Background: an optimization exercise with open tools, aiming at small area and a short achievable clock period. Do not read the settings as production practice.
The RTL was checked by simulation tests, not by an equivalence proof against the original design.
Power and IR drop assume default switching activity.

==> inputs of 11-12 <==
==> flow/design.v <==
package cpu_mem_pkg;
    localparam int MEM_ADDR_W = 8;
    localparam int MEM_DATA_W = 16;
    localparam int CNT_W = 4;
    typedef enum logic [1:0] {
        IDLE = 2'd0,
        WAIT = 2'd1,
        RESP = 2'd2
    } state_t;
endpackage
module resp_mem_array #(
    parameter int ADDR_W = cpu_mem_pkg::MEM_ADDR_W,
    parameter int DATA_W = cpu_mem_pkg::MEM_DATA_W,
    parameter int DEPTH  = 200
) (
    input  logic              clk,
    input  logic              en,
    input  logic              we,
    input  logic [ADDR_W-1:0] addr,
    input  logic [DATA_W-1:0] wdata,
    output logic [DATA_W-1:0] rdata
);
    logic [DATA_W-1:0] mem_array [0:DEPTH-1];
    logic [DATA_W-1:0] rdata_reg;
    always_ff @(posedge clk) begin
        if (en) begin
            if (we) begin
                mem_array[addr] <= wdata;
            end else begin
                rdata_reg <= mem_array[addr];
            end
        end
    end
    assign rdata = rdata_reg;
endmodule
module cpu_mem_responder #(
    parameter int ADDR_W   = cpu_mem_pkg::MEM_ADDR_W,
    parameter int DATA_W   = cpu_mem_pkg::MEM_DATA_W,
    parameter int DEPTH    = 200,
    parameter int WAIT_CYC = 2
) (
    input  logic              clk,
    input  logic              rst,
    input  logic              req,
    input  logic              wr,
    input  logic [ADDR_W-1:0] addr,
    input  logic [DATA_W-1:0] wdata,
    output logic              ack,
    output logic [DATA_W-1:0] rdata,
    output logic              err,
    output logic              busy
);
    generate
        if (WAIT_CYC < 0 || WAIT_CYC > 15 || DEPTH < 1 ||
            64'(DEPTH) > (64'd1 << ADDR_W)) begin : g_param_check
            $error("cpu_mem_responder: illegal WAIT_CYC or DEPTH");
        end
    endgenerate
    localparam logic [cpu_mem_pkg::CNT_W-1:0] WAIT_CNT = cpu_mem_pkg::CNT_W'(WAIT_CYC);
    localparam logic [31:0]      DEPTH_U  = 32'(DEPTH);
    cpu_mem_pkg::state_t            state_reg;
    logic [cpu_mem_pkg::CNT_W-1:0]  cnt_reg;
    logic              wr_q;
    logic [ADDR_W-1:0] addr_q;
    logic [DATA_W-1:0] wdata_q;
    logic              ack_reg;
    logic              err_reg;
    logic              busy_reg;
    logic              rdata_zero_reg;
    logic              accept;
    logic              resp_entry;
    logic              op_wr;
    logic [ADDR_W-1:0] op_addr;
    logic [DATA_W-1:0] op_wdata;
    logic              op_in_range;
    logic              addr_q_in_range;
    logic              mem_en;
    logic [DATA_W-1:0] mem_rdata;
    always_comb begin
        accept     = (state_reg == cpu_mem_pkg::IDLE) && req;
        resp_entry = (accept && (WAIT_CYC == 0)) ||
                     ((state_reg == cpu_mem_pkg::WAIT) && (cnt_reg == cpu_mem_pkg::CNT_W'(1)));
        if (state_reg == cpu_mem_pkg::IDLE) begin
            op_wr    = wr;
            op_addr  = addr;
            op_wdata = wdata;
        end else begin
            op_wr    = wr_q;
            op_addr  = addr_q;
            op_wdata = wdata_q;
        end
        op_in_range     = 32'(op_addr) < DEPTH_U;
        addr_q_in_range = 32'(addr_q) < DEPTH_U;
        mem_en = rst && resp_entry && op_in_range;
    end
    resp_mem_array #(
        .ADDR_W (ADDR_W),
        .DATA_W (DATA_W),
        .DEPTH  (DEPTH)
    ) u_mem (
        .clk   (clk),
        .en    (mem_en),
        .we    (op_wr),
        .addr  (op_addr),
        .wdata (op_wdata),
        .rdata (mem_rdata)
    );
    always_ff @(posedge clk) begin
        if (!rst) begin
            state_reg      <= cpu_mem_pkg::IDLE;
            cnt_reg        <= '0;
            wr_q           <= 1'b0;
            addr_q         <= '0;
            wdata_q        <= '0;
            ack_reg        <= 1'b0;
            err_reg        <= 1'b0;
            busy_reg       <= 1'b0;
            rdata_zero_reg <= 1'b1;
        end else begin
            ack_reg <= 1'b0;
            err_reg <= 1'b0;
            if (resp_entry) begin
                if (!op_in_range) begin
                    rdata_zero_reg <= 1'b1;
                end else if (!op_wr) begin
                    rdata_zero_reg <= 1'b0;
                end
            end
            case (state_reg)
                cpu_mem_pkg::IDLE: begin
                    busy_reg <= req;
                    if (req) begin
                        wr_q      <= wr;
                        addr_q    <= addr;
                        wdata_q   <= wdata;
                        cnt_reg   <= WAIT_CNT;
                        state_reg <= (WAIT_CYC == 0) ? cpu_mem_pkg::RESP : cpu_mem_pkg::WAIT;
                    end
                end
                cpu_mem_pkg::WAIT: begin
                    cnt_reg <= cnt_reg - 1'b1;
                    if (cnt_reg == cpu_mem_pkg::CNT_W'(1)) begin
                        state_reg <= cpu_mem_pkg::RESP;
                    end
                end
                cpu_mem_pkg::RESP: begin
                    ack_reg   <= 1'b1;
                    err_reg   <= !addr_q_in_range;
                    state_reg <= cpu_mem_pkg::IDLE;
                end
                default: begin
                    state_reg <= cpu_mem_pkg::IDLE;
                end
            endcase
        end
    end
    assign ack   = ack_reg;
    assign err   = err_reg;
    assign busy  = busy_reg;
    assign rdata = rdata_zero_reg ? '0 : mem_rdata;
endmodule
==> flow/run.sh <==
#!/bin/bash
# synth_recipe.tcl (not shown) runs the flow's synth.tcl, then flattens the netlist and writes it again
# the make line also repeats each setting of config.mk as NAME=value (left out here)
make -C /OpenROAD-flow-scripts/flow DESIGN_CONFIG=/design/flow/config.mk WORK_HOME=/design/flow/orfs CLKGATE_MAP_FILE= SYNTH_SCRIPT=/design/flow/synth_recipe.tcl finish
==> flow/config.mk <==
export PLATFORM = sky130hd
export DESIGN_NAME = cpu_mem_responder
export DESIGN_NICKNAME = cpu_mem_responder
export VERILOG_FILES = /design/flow/design.v
export SDC_FILE = /design/flow/constraint.sdc
export NUM_CORES = 4
export LEC_CHECK = 0
export CAP_MARGIN = 20
export CORE_MARGIN = 2
export CORE_UTILIZATION = 40
export SLEW_MARGIN = 20
==> flow/constraint.sdc <==
create_clock -name core_clock -period 5.0 [get_ports {clk}]
set_input_delay 1.0000 -clock core_clock [delete_from_list [all_inputs] [get_ports {clk}]]
set_output_delay 1.0000 -clock core_clock [all_outputs]
set_load 0.01 [all_outputs]
==> 11-24: changes against 11-12 <==
==> flow/design.v (replaced) <==
package cpu_mem_pkg;
    localparam int MEM_ADDR_W = 8;
    localparam int MEM_DATA_W = 16;
    localparam int CNT_W = 4;
    typedef enum logic [1:0] {
        IDLE = 2'd0,
        WAIT = 2'd1,
        RESP = 2'd2
    } state_t;
endpackage
module resp_mem_array #(
    parameter int DATA_W = cpu_mem_pkg::MEM_DATA_W,
    parameter int DEPTH  = 200,
    parameter int NGRP   = 4
) (
    input  logic              clk,
    input  logic [DEPTH-1:0]  sel,
    input  logic              we,
    input  logic [DATA_W-1:0] wdata,
    output logic [NGRP-1:0][DATA_W-1:0] rpart
);
    localparam int GSIZE = (DEPTH + NGRP - 1) / NGRP;
    logic [DATA_W-1:0] mem_array [0:DEPTH-1];
    for (genvar i = 0; i < DEPTH; i++) begin : g_word
        resp_mem_word #(
            .DATA_W (DATA_W)
        ) u_word (
            .clk   (clk),
            .load  (we && sel[i]),
            .hold  (!(we && sel[i])),
            .wdata (wdata),
            .q     (mem_array[i])
        );
    end
    logic [NGRP-1:0][DATA_W-1:0] part;
    always_comb begin
        for (int g = 0; g < NGRP; g++) begin
            part[g] = '0;
            for (int i = g * GSIZE; i < (g + 1) * GSIZE && i < DEPTH; i++) begin
                part[g] = part[g] | (mem_array[i] & {DATA_W{sel[i]}});
            end
        end
    end
    always_ff @(posedge clk) begin
        rpart <= part;
    end
endmodule
module resp_mem_word #(
    parameter int DATA_W = cpu_mem_pkg::MEM_DATA_W
) (
    input  logic              clk,
    input  logic              load,
    input  logic              hold,
    input  logic [DATA_W-1:0] wdata,
    output logic [DATA_W-1:0] q
);
    always_ff @(posedge clk) begin
        q <= (q & {DATA_W{hold}}) | (wdata & {DATA_W{load}});
    end
endmodule
module cpu_mem_responder #(
    parameter int ADDR_W   = cpu_mem_pkg::MEM_ADDR_W,
    parameter int DATA_W   = cpu_mem_pkg::MEM_DATA_W,
    parameter int DEPTH    = 200,
    parameter int WAIT_CYC = 2
) (
    input  logic              clk,
    input  logic              rst,
    input  logic              req,
    input  logic              wr,
    input  logic [ADDR_W-1:0] addr,
    input  logic [DATA_W-1:0] wdata,
    output logic              ack,
    output logic [DATA_W-1:0] rdata,
    output logic              err,
    output logic              busy
);
    generate
        if (WAIT_CYC < 1 || WAIT_CYC > 15 || DEPTH < 1 ||
            64'(DEPTH) > (64'd1 << ADDR_W)) begin : g_param_check
            $error("cpu_mem_responder: illegal WAIT_CYC or DEPTH");
        end
    endgenerate
    localparam int NST  = WAIT_CYC + 1;    
    localparam int NGRP = 4;               
    logic [NST-1:0]    ph;
    logic              ack_reg;
    logic              err_reg;
    logic              busy_reg;
    logic              oor_q;       
    logic              rd_upd;      
    logic              rd_upd2;     
    logic              we_q;        
    logic [DEPTH-1:0]  sel_q;       
    logic [DATA_W-1:0] wdata_q;
    logic [DATA_W-1:0] rdata_reg;
    logic [NGRP-1:0][DATA_W-1:0] mem_rpart;
    logic [DATA_W-1:0] mem_rdata;
    logic              accept;
    logic              in_range;
    logic [DEPTH-1:0]  sel_dec;
    always_comb begin
        accept   = rst && req && (ph == '0);
        in_range = 32'(addr) < 32'(DEPTH);
        for (int i = 0; i < DEPTH; i++) begin
            sel_dec[i] = (32'(addr) == i);
        end
    end
    always_ff @(posedge clk) begin
        sel_q   <= sel_dec;
        wdata_q <= wdata;
        we_q    <= accept && wr;
    end
    resp_mem_array #(
        .DATA_W (DATA_W),
        .DEPTH  (DEPTH),
        .NGRP   (NGRP)
    ) u_mem (
        .clk   (clk),
        .sel   (sel_q),
        .we    (we_q),
        .wdata (wdata_q),
        .rpart (mem_rpart)
    );
    always_comb begin
        mem_rdata = '0;
        for (int g = 0; g < NGRP; g++) begin
            mem_rdata = mem_rdata | mem_rpart[g];
        end
    end
    always_ff @(posedge clk) begin
        if (!rst) begin
            ph        <= '0;
            ack_reg   <= 1'b0;
            err_reg   <= 1'b0;
            busy_reg  <= 1'b0;
            rd_upd    <= 1'b0;
            rd_upd2   <= 1'b0;
            rdata_reg <= '0;
        end else begin
            ph        <= {ph[NST-2:0], accept};
            ack_reg   <= ph[NST-1];
            err_reg   <= ph[NST-1] && oor_q;
            busy_reg  <= accept || (ph != '0);
            rd_upd    <= accept && (!wr || !in_range);
            rd_upd2   <= rd_upd;
            if (rd_upd2) begin
                rdata_reg <= mem_rdata;
            end
        end
    end
    always_ff @(posedge clk) begin
        if (accept) begin
            oor_q <= !in_range;
        end
    end
    assign ack   = ack_reg;
    assign err   = err_reg;
    assign busy  = busy_reg;
    assign rdata = rdata_reg;
endmodule
--- a/flow/config.mk
+++ b/flow/config.mk
@@ -6,6 +6,11 @@
 export NUM_CORES = 4
 export LEC_CHECK = 0
+export ABC_CLOCK_PERIOD_IN_PS = 2400
 export CAP_MARGIN = 20
 export CORE_MARGIN = 2
 export CORE_UTILIZATION = 40
+export CTS_CLUSTER_DIAMETER = 100
+export CTS_CLUSTER_SIZE = 25
+export SETUP_SLACK_MARGIN = 2.4
 export SLEW_MARGIN = 20
+export SYNTH_HIERARCHICAL = 1
==> run_results.csv <==
group,metric,value,unit
run_status,status,"complete, no violations",
yosys,synth_compound_area_share,32.7,%
sta,setup_slack,2.25,ns
final_layout,sh_seq_area,54.0,%
floorplan,die_height,570,um
pwr,p_sw_share,22.6,%
final_layout,clk_share,3.39,%
yosys,synth-edff-count,1,
yosys,yosys_most_used_dff,"dfxtp_1",
(the above is from 11-24)
==> run_results.csv <==
group,metric,value,unit
run_status,status,"complete, no violations",
yosys,yosys_most_used_dff,"edfxtp_1",
sta,setup_slack,0.302,ns
final_layout,sh_seq_area,68.7,%
final_layout,clk_share,7.54,%
(the above is from 11-12)

-- port drivers added, routing unchanged --
How much do the figures lean on ideal ports? The routed layouts below were timed once more, with nothing changed but the port constraints. Step 1 (the two cells are an assumption about what drives the block):
set clk [get_ports {clk}]
set_driving_cell -lib_cell sky130_fd_sc_hd__clkbuf_16 $clk
set_driving_cell -lib_cell sky130_fd_sc_hd__buf_2 [delete_from_list [all_inputs] $clk]
Step 2 moves the port delays by t, midway between the first and last clock arrival at a register: inputs arrive t later, outputs are due t later. That takes back most of the time a late clock gives input paths. Three values: no drivers, after step 1, after step 2; two values: the first two.
| run | t, ns | slack for setup (ns) | worst slew at a driven data input, ns | cell pins on the clock port's net |
|---|---|---|---|---|
| 11-12 | 0.949 | 0.302 / 0.302 / -0.422 | 0.08 | 1 |
| 11-24 | 0.989 | 2.247 / 2.223 / 1.234 | 0.29 | 1 |
Met with ideal ports but missed after step 2: setup timing in 11-12. The setup slack of 11-24, which loses most, moves by -0.024 ns with the drivers and by -1.013 ns with both steps.
